Context: an optimization exercise on an open-source flow, tuned for small area and few clock cycles per item. The choices shown serve that exercise and are no tape-out recipe. In this exercise RTL edits were held to simulation tests only and were not proved equivalent to the original. Power and IR drop assume default switching activity.

==> flow/design.v <==
module lse_add_pipe (
   input  logic        clk,
   input  logic        rst_n,
   input  logic        in_valid,
   output logic        in_ready,
   input  logic [23:0] in_a,
   input  logic [23:0] in_b,
   input  logic [1:0]  in_mode,
   output logic        out_valid,
   input  logic        out_ready,
   output logic [23:0] out_result,
   input  logic        lut_we,
   input  logic [6:0]  lut_addr,
   input  logic [9:0]  lut_wdata,
   output logic [31:0] stat_ops,
   output logic [31:0] stat_sat
);
   localparam logic [23:0] NEG_INF = 24'h800000;
   logic [24:0] w_diff;
   logic        w_a_ninf, w_b_ninf, w_full, w_small, w_cor_en, w_pick_full;
   logic [6:0]  w_idx;
   logic [3:0]  w_pick6, w_pick;
   logic [1:0]  w_pick12;
   logic [23:0] w_sel;
   assign w_diff   = {in_a[23], in_a} - {in_b[23], in_b};
   assign w_a_ninf = (in_a == NEG_INF);
   assign w_b_ninf = (in_b == NEG_INF);
   assign w_full   = (in_mode == 2'b00) || (in_mode == 2'b11);
   assign w_small  = (w_diff[24:7] == '0) || ((w_diff[24:7] == '1) && (w_diff[6:0] != '0));
   assign w_idx    = w_diff[24] ? 7'(-w_diff[6:0]) : w_diff[6:0];
   assign w_cor_en = w_full && !w_a_ninf && !w_b_ninf && w_small;
   assign w_pick_full = w_a_ninf ? 1'b1 : w_b_ninf ? 1'b0 : w_diff[24];
   logic [7:0]  w_ohi;
   logic [15:0] w_olo;
   assign w_ohi = w_cor_en ? 8'(1) << w_idx[6:4] : '0;
   assign w_olo = 16'(1) << w_idx[3:0];
   always_comb begin
      for (int l = 0; l < 4; l++) begin
         if (in_a[l*6 +: 6] == 6'h20)      w_pick6[l] = 1'b1;
         else if (in_b[l*6 +: 6] == 6'h20) w_pick6[l] = 1'b0;
         else w_pick6[l] = !($signed(in_a[l*6 +: 6]) > $signed(in_b[l*6 +: 6]));
      end
      for (int l = 0; l < 2; l++) begin
         if (in_a[l*12 +: 12] == 12'h800)      w_pick12[l] = 1'b1;
         else if (in_b[l*12 +: 12] == 12'h800) w_pick12[l] = 1'b0;
         else w_pick12[l] = !($signed(in_a[l*12 +: 12]) > $signed(in_b[l*12 +: 12]));
      end
      case (in_mode)
         2'b01:   w_pick = w_pick6;
         2'b10:   w_pick = {w_pick12[1], w_pick12[1], w_pick12[0], w_pick12[0]};
         default: w_pick = {4{w_pick_full}};
      endcase
      for (int c = 0; c < 4; c++) w_sel[c*6 +: 6] = w_pick[c] ? in_b[c*6 +: 6] : in_a[c*6 +: 6];
   end
   logic r_vld1, r_vld2;
   logic w_s2_load, w_s1_load;
   assign w_s2_load = !r_vld2 || out_ready;
   assign w_s1_load = !r_vld1 || w_s2_load;
   assign in_ready  = w_s1_load;
   assign out_valid = r_vld2;
   always_ff @(posedge clk or negedge rst_n) begin
      if (!rst_n) begin
         r_vld1 <= 1'b0;
         r_vld2 <= 1'b0;
      end else begin
         if (w_s1_load) r_vld1 <= in_valid;
         if (w_s2_load) r_vld2 <= r_vld1;
      end
   end
   logic [23:0] r_sel1;
   logic [7:0]  r_ohi;
   logic [15:0] r_olo;
   logic        r_cor_en;
   always_ff @(posedge clk) begin
      if (w_s1_load && in_valid) begin
         r_sel1   <= w_sel;
         r_ohi    <= w_ohi;
         r_olo    <= w_olo;
         r_cor_en <= w_cor_en;
      end
   end
   logic         r_g, r_clr;
   logic [9:0]   r_q [128];
   logic [127:0] w_w, w_wn;
   logic [9:0]   w_c;
   always_ff @(posedge clk or negedge rst_n) begin
      if (!rst_n) r_g <= 1'b1;
      else        r_g <= !r_g;
   end
   always_ff @(posedge clk or negedge rst_n) begin
      if (!rst_n) r_clr <= 1'b1;
      else        r_clr <= 1'b0;
   end
   logic [7:0]  w_whi, w_ahi;
   logic [15:0] w_wlo, w_alo;
   always_comb begin
      for (int i = 0; i < 8; i++) begin
         w_ahi[i] = (lut_addr[6:4] == 3'(i));
         w_whi[i] = r_clr || (lut_we && w_ahi[i]);
      end
      for (int i = 0; i < 16; i++) begin
         w_alo[i] = (lut_addr[3:0] == 4'(i));
         w_wlo[i] = r_clr || w_alo[i];
      end
      for (int k = 0; k < 128; k++) begin
         w_w[k]  = w_whi[k/16] && w_wlo[k%16];
         w_wn[k] = !(w_ahi[k/16] && w_alo[k%16]);
      end
      for (int j = 0; j < 10; j++)
         w_c[j] = r_clr ? r_g : lut_we ? (lut_wdata[j] ^ r_g) : 1'b1;
   end
   always_ff @(posedge clk) begin
      for (int k = 0; k < 128; k++)
         for (int j = 0; j < 10; j++)
            r_q[k][j] <= !((w_w[k] || r_q[k][j]) && (w_wn[k] || w_c[j]));
   end
   logic [4:0] w_gn [8][10];    
   logic [9:0] w_grp [8];
   logic [1:0] w_hn [10];       
   logic [9:0] w_or, w_corr;
   for (genvar i = 0; i < 8; i++) begin : g_grp
      for (genvar b = 0; b < 10; b++) begin : g_bit
         for (genvar t = 0; t < 5; t++) begin : g_t3
            lse_aoi222 u_t (
               .a0(r_olo[3*t]),   .b0(r_q[i*16 + 3*t][b]),
               .a1(r_olo[3*t+1]), .b1(r_q[i*16 + 3*t + 1][b]),
               .a2(r_olo[3*t+2]), .b2(r_q[i*16 + 3*t + 2][b]),
               .y(w_gn[i][b][t]));
         end
         assign w_grp[i][b] = !(&w_gn[i][b]) || (r_olo[15] && r_q[i*16 + 15][b]);
      end
   end
   for (genvar b = 0; b < 10; b++) begin : g_hsel
      for (genvar t = 0; t < 2; t++) begin : g_t3
         lse_aoi222 u_t (
            .a0(r_ohi[3*t]),   .b0(w_grp[3*t][b]),
            .a1(r_ohi[3*t+1]), .b1(w_grp[3*t+1][b]),
            .a2(r_ohi[3*t+2]), .b2(w_grp[3*t+2][b]),
            .y(w_hn[b][t]));
      end
      assign w_or[b] = !(&w_hn[b]) || (r_ohi[6] && w_grp[6][b]) || (r_ohi[7] && w_grp[7][b]);
   end
   assign w_corr = w_or ^ {10{r_g & r_cor_en}};
   logic [10:0] w_lo;
   logic        w_sat;
   logic [9:0] w_p, w_g [5], w_pp [5];
   assign w_p     = r_sel1[9:0] ^ w_corr;
   assign w_g[0]  = r_sel1[9:0] & w_corr;
   assign w_pp[0] = w_p;
   for (genvar l = 0; l < 4; l++) begin : g_pfx
      localparam int S = 1 << l;
      for (genvar i = 0; i < 10; i++) begin : g_b
         if (i >= S) begin : g_op
            lse_ao21 u_g (.a(w_g[l][i]), .b(w_pp[l][i]), .c(w_g[l][i-S]), .y(w_g[l+1][i]));
            assign w_pp[l+1][i] = w_pp[l][i] & w_pp[l][i-S];
         end else begin : g_pass
            assign w_g[l+1][i]  = w_g[l][i];
            assign w_pp[l+1][i] = w_pp[l][i];
         end
      end
   end
   assign w_lo = {w_g[4][9], w_p ^ {w_g[4][8:0], 1'b0}};
   assign w_sat = w_lo[10] && !r_sel1[23] && (&r_sel1[22:10]);
   logic [13:0] r_hi;
   logic [9:0]  r_lo;
   logic        r_c10, r_sat;
   always_ff @(posedge clk) begin
      if (w_s2_load && r_vld1) begin
         r_hi  <= r_sel1[23:10];
         r_lo  <= w_lo[9:0];
         r_c10 <= w_lo[10];
         r_sat <= w_sat;
      end
   end
   logic [13:0] w_hi;
   assign w_hi       = r_c10 ? r_hi + 1'b1 : r_hi;
   assign out_result = r_sat ? 24'h7FFFFF : {w_hi, r_lo};
   logic [31:0] r_ops, r_nsat;
   always_ff @(posedge clk or negedge rst_n) begin
      if (!rst_n) begin
         r_ops  <= '0;
         r_nsat <= '0;
      end else if (r_vld2 && out_ready) begin
         r_ops <= r_ops + 1'b1;
         if (r_sat) r_nsat <= r_nsat + 1'b1;
      end
   end
   assign stat_ops = r_ops;
   assign stat_sat = r_nsat;
endmodule
module lse_aoi222 (
   input  logic a0, b0, a1, b1, a2, b2,
   output logic y
);
   assign y = !((a0 && b0) || (a1 && b1) || (a2 && b2));
endmodule
module lse_ao21 (
   input  logic a, b, c,
   output logic y
);
   assign y = a || (b && c);
endmodule
module lse_add_top (
   input  logic        clk,
   input  logic        rst_n,
   input  logic        in_valid,
   output logic        in_ready,
   input  logic [23:0] in_a,
   input  logic [23:0] in_b,
   input  logic [1:0]  in_mode,
   output logic        out_valid,
   input  logic        out_ready,
   output logic [23:0] out_result,
   input  logic        lut_we,
   input  logic [6:0]  lut_addr,
   input  logic [9:0]  lut_wdata,
   output logic [31:0] stat_ops,
   output logic [31:0] stat_sat
);
   lse_add_pipe u_pipe (
      .clk(clk), .rst_n(rst_n),
      .in_valid(in_valid), .in_ready(in_ready), .in_a(in_a), .in_b(in_b), .in_mode(in_mode),
      .out_valid(out_valid), .out_ready(out_ready), .out_result(out_result),
      .lut_we(lut_we), .lut_addr(lut_addr), .lut_wdata(lut_wdata),
      .stat_ops(stat_ops), .stat_sat(stat_sat)
   );
endmodule
==> flow/config.mk <==
export PLATFORM = sky130hd
export DESIGN_NAME = lse_add_top
export DESIGN_NICKNAME = lse_add_top
export VERILOG_FILES = /design/flow/design.v
export SDC_FILE = /design/flow/constraint.sdc
export NUM_CORES = 4
export LEC_CHECK = 0
export CAP_MARGIN = 10
export CORE_MARGIN = 2
export CORE_UTILIZATION = 52
export CTS_BUF_LIST = sky130_fd_sc_hd__clkbuf_8
export CTS_CLUSTER_DIAMETER = 45
export CTS_CLUSTER_SIZE = 18
export SLEW_MARGIN = 10
export SYNTH_HIERARCHICAL = 1
export SYNTH_MINIMUM_KEEP_SIZE = 0
==> flow/constraint.sdc <==
create_clock -name core_clock -period 5.0 [get_ports {clk}]
set_input_delay 1.0000 -clock core_clock [delete_from_list [all_inputs] [get_ports {clk}]]
set_output_delay 1.0000 -clock core_clock [all_outputs]
set_load 0.01 [all_outputs]
standard.sh (not shown) runs the stock make flow with config.mk's settings and CLKGATE_MAP_FILE= SYNTH_SCRIPT=/design/flow/synth_recipe.tcl, a recipe that flattens the netlist after the stock synthesis.
==> flow/flow/run.sh <==
#!/bin/bash
# The standard ORFS layout (standard.sh), with two placement/CTS arguments changed:
#  - port buffers use the smallest buffer cell (repair_design still resizes them as needed);
#  - clock tree: clkbuf_8 sink clusters and no dummy loads.
# Every ORFS step keeps its own log under orfs/logs; the make output goes to standard.log.
set -euo pipefail
export BUFFER_PORTS_ARGS="-buffer_cell sky130_fd_sc_hd__buf_1"
export CTS_ARGS="-sink_clustering_enable -repair_clock_nets -sink_clustering_size 18 -sink_clustering_max_diameter 45 -buf_list sky130_fd_sc_hd__clkbuf_8 -dont_use_dummy_load"
bash standard.sh > standard.log 2>&1
Testbench counts at the start, summed over its fixed seeds: cycles 16,016, items 16,000.
Change:
--- a/flow/design.v
+++ b/flow/design.v
@@ -140,51 +140,50 @@
       end
       assign w_or[b] = !(&w_hn[b]) || (r_ohi[6] && w_grp[6][b]) || (r_ohi[7] && w_grp[7][b]);
    end
    assign w_corr = w_or ^ {10{r_g & r_cor_en}};
    logic [10:0] w_lo;
-   logic        w_sat;
    logic [9:0] w_p, w_g [5], w_pp [5];
    assign w_p     = r_sel1[9:0] ^ w_corr;
    assign w_g[0]  = r_sel1[9:0] & w_corr;
    assign w_pp[0] = w_p;
    for (genvar l = 0; l < 4; l++) begin : g_pfx
       localparam int S = 1 << l;
       for (genvar i = 0; i < 10; i++) begin : g_b
          if (i >= S) begin : g_op
-            lse_ao21 u_g (.a(w_g[l][i]), .b(w_pp[l][i]), .c(w_g[l][i-S]), .y(w_g[l+1][i]));
-            assign w_pp[l+1][i] = w_pp[l][i] & w_pp[l][i-S];
+            lse_pg u_pg (.gh(w_g[l][i]), .ph(w_pp[l][i]), .gl(w_g[l][i-S]), .pl(w_pp[l][i-S]),
+                         .go(w_g[l+1][i]), .po(w_pp[l+1][i]));
          end else begin : g_pass
             assign w_g[l+1][i]  = w_g[l][i];
             assign w_pp[l+1][i] = w_pp[l][i];
          end
       end
    end
    assign w_lo = {w_g[4][9], w_p ^ {w_g[4][8:0], 1'b0}};
-   assign w_sat = w_lo[10] && !r_sel1[23] && (&r_sel1[22:10]);
    logic [13:0] r_hi;
    logic [9:0]  r_lo;
-   logic        r_c10, r_sat;
+   logic        r_c10;
    always_ff @(posedge clk) begin
       if (w_s2_load && r_vld1) begin
          r_hi  <= r_sel1[23:10];
          r_lo  <= w_lo[9:0];
          r_c10 <= w_lo[10];
-         r_sat <= w_sat;
       end
    end
    logic [13:0] w_hi;
+   logic        w_sat;
+   assign w_sat      = r_c10 && !r_hi[13] && (&r_hi[12:0]);
    assign w_hi       = r_c10 ? r_hi + 1'b1 : r_hi;
-   assign out_result = r_sat ? 24'h7FFFFF : {w_hi, r_lo};
+   assign out_result = w_sat ? 24'h7FFFFF : {w_hi, r_lo};
    logic [31:0] r_ops, r_nsat;
    always_ff @(posedge clk or negedge rst_n) begin
       if (!rst_n) begin
          r_ops  <= '0;
          r_nsat <= '0;
       end else if (r_vld2 && out_ready) begin
          r_ops <= r_ops + 1'b1;
-         if (r_sat) r_nsat <= r_nsat + 1'b1;
+         if (w_sat) r_nsat <= r_nsat + 1'b1;
       end
    end
    assign stat_ops = r_ops;
    assign stat_sat = r_nsat;
 endmodule
@@ -192,15 +191,16 @@
    input  logic a0, b0, a1, b1, a2, b2,
    output logic y
 );
    assign y = !((a0 && b0) || (a1 && b1) || (a2 && b2));
 endmodule
-module lse_ao21 (
-   input  logic a, b, c,
-   output logic y
-);
-   assign y = a || (b && c);
+module lse_pg (
+   input  logic gh, ph, gl, pl,
+   output logic go, po
+);
+   assign go = gh || (ph && gl);
+   assign po = ph && pl;
 endmodule
 module lse_add_top (
    input  logic        clk,
    input  logic        rst_n,
    input  logic        in_valid,
The new run went through all stages and came out clean; total power goes down by 0.44%; combinational power barely changes; final area goes down by 0.42%; routed wire length goes down by 2.1%; worst hold slack loses 0.046 ns; worst setup slack loses 0.073 ns; sequential power stays flat.
Testbench counts after the change, summed over its fixed seeds: cycles 16,016, items 16,000.

## afterwards: timing with drivers on the ports
How much do the figures lean on ideal ports? The routed layouts below were timed once more, with nothing changed but the port constraints.
Step 1 assumes that a clkbuf_16 drives the clock port and a buf_2 every other input.
Step 2 adds t to the input delays and takes it off the output delays; t is the mean of the earliest and latest rising clock arrival at the registers after step 1. Input paths then give back, and output paths get back, about the clock's delay inside the block.
Three values: ideal, step 1, step 2; two values: the first two.
run | t (ns) | slack for setup (ns) | latest minus earliest clock arrival (ns) | worst data-port slew with drivers (ns) | pins driven straight from the clock port
the first run | 0.899 | 0.203 / 0.203 / 0.203 | 0.116 / 0.116 | 0.12 | 1
the second run | 0.910 | 0.130 / 0.130 / 0.130 | 0.093 / 0.093 | 0.12 | 1
After both steps setup and hold are still met in every run listed.
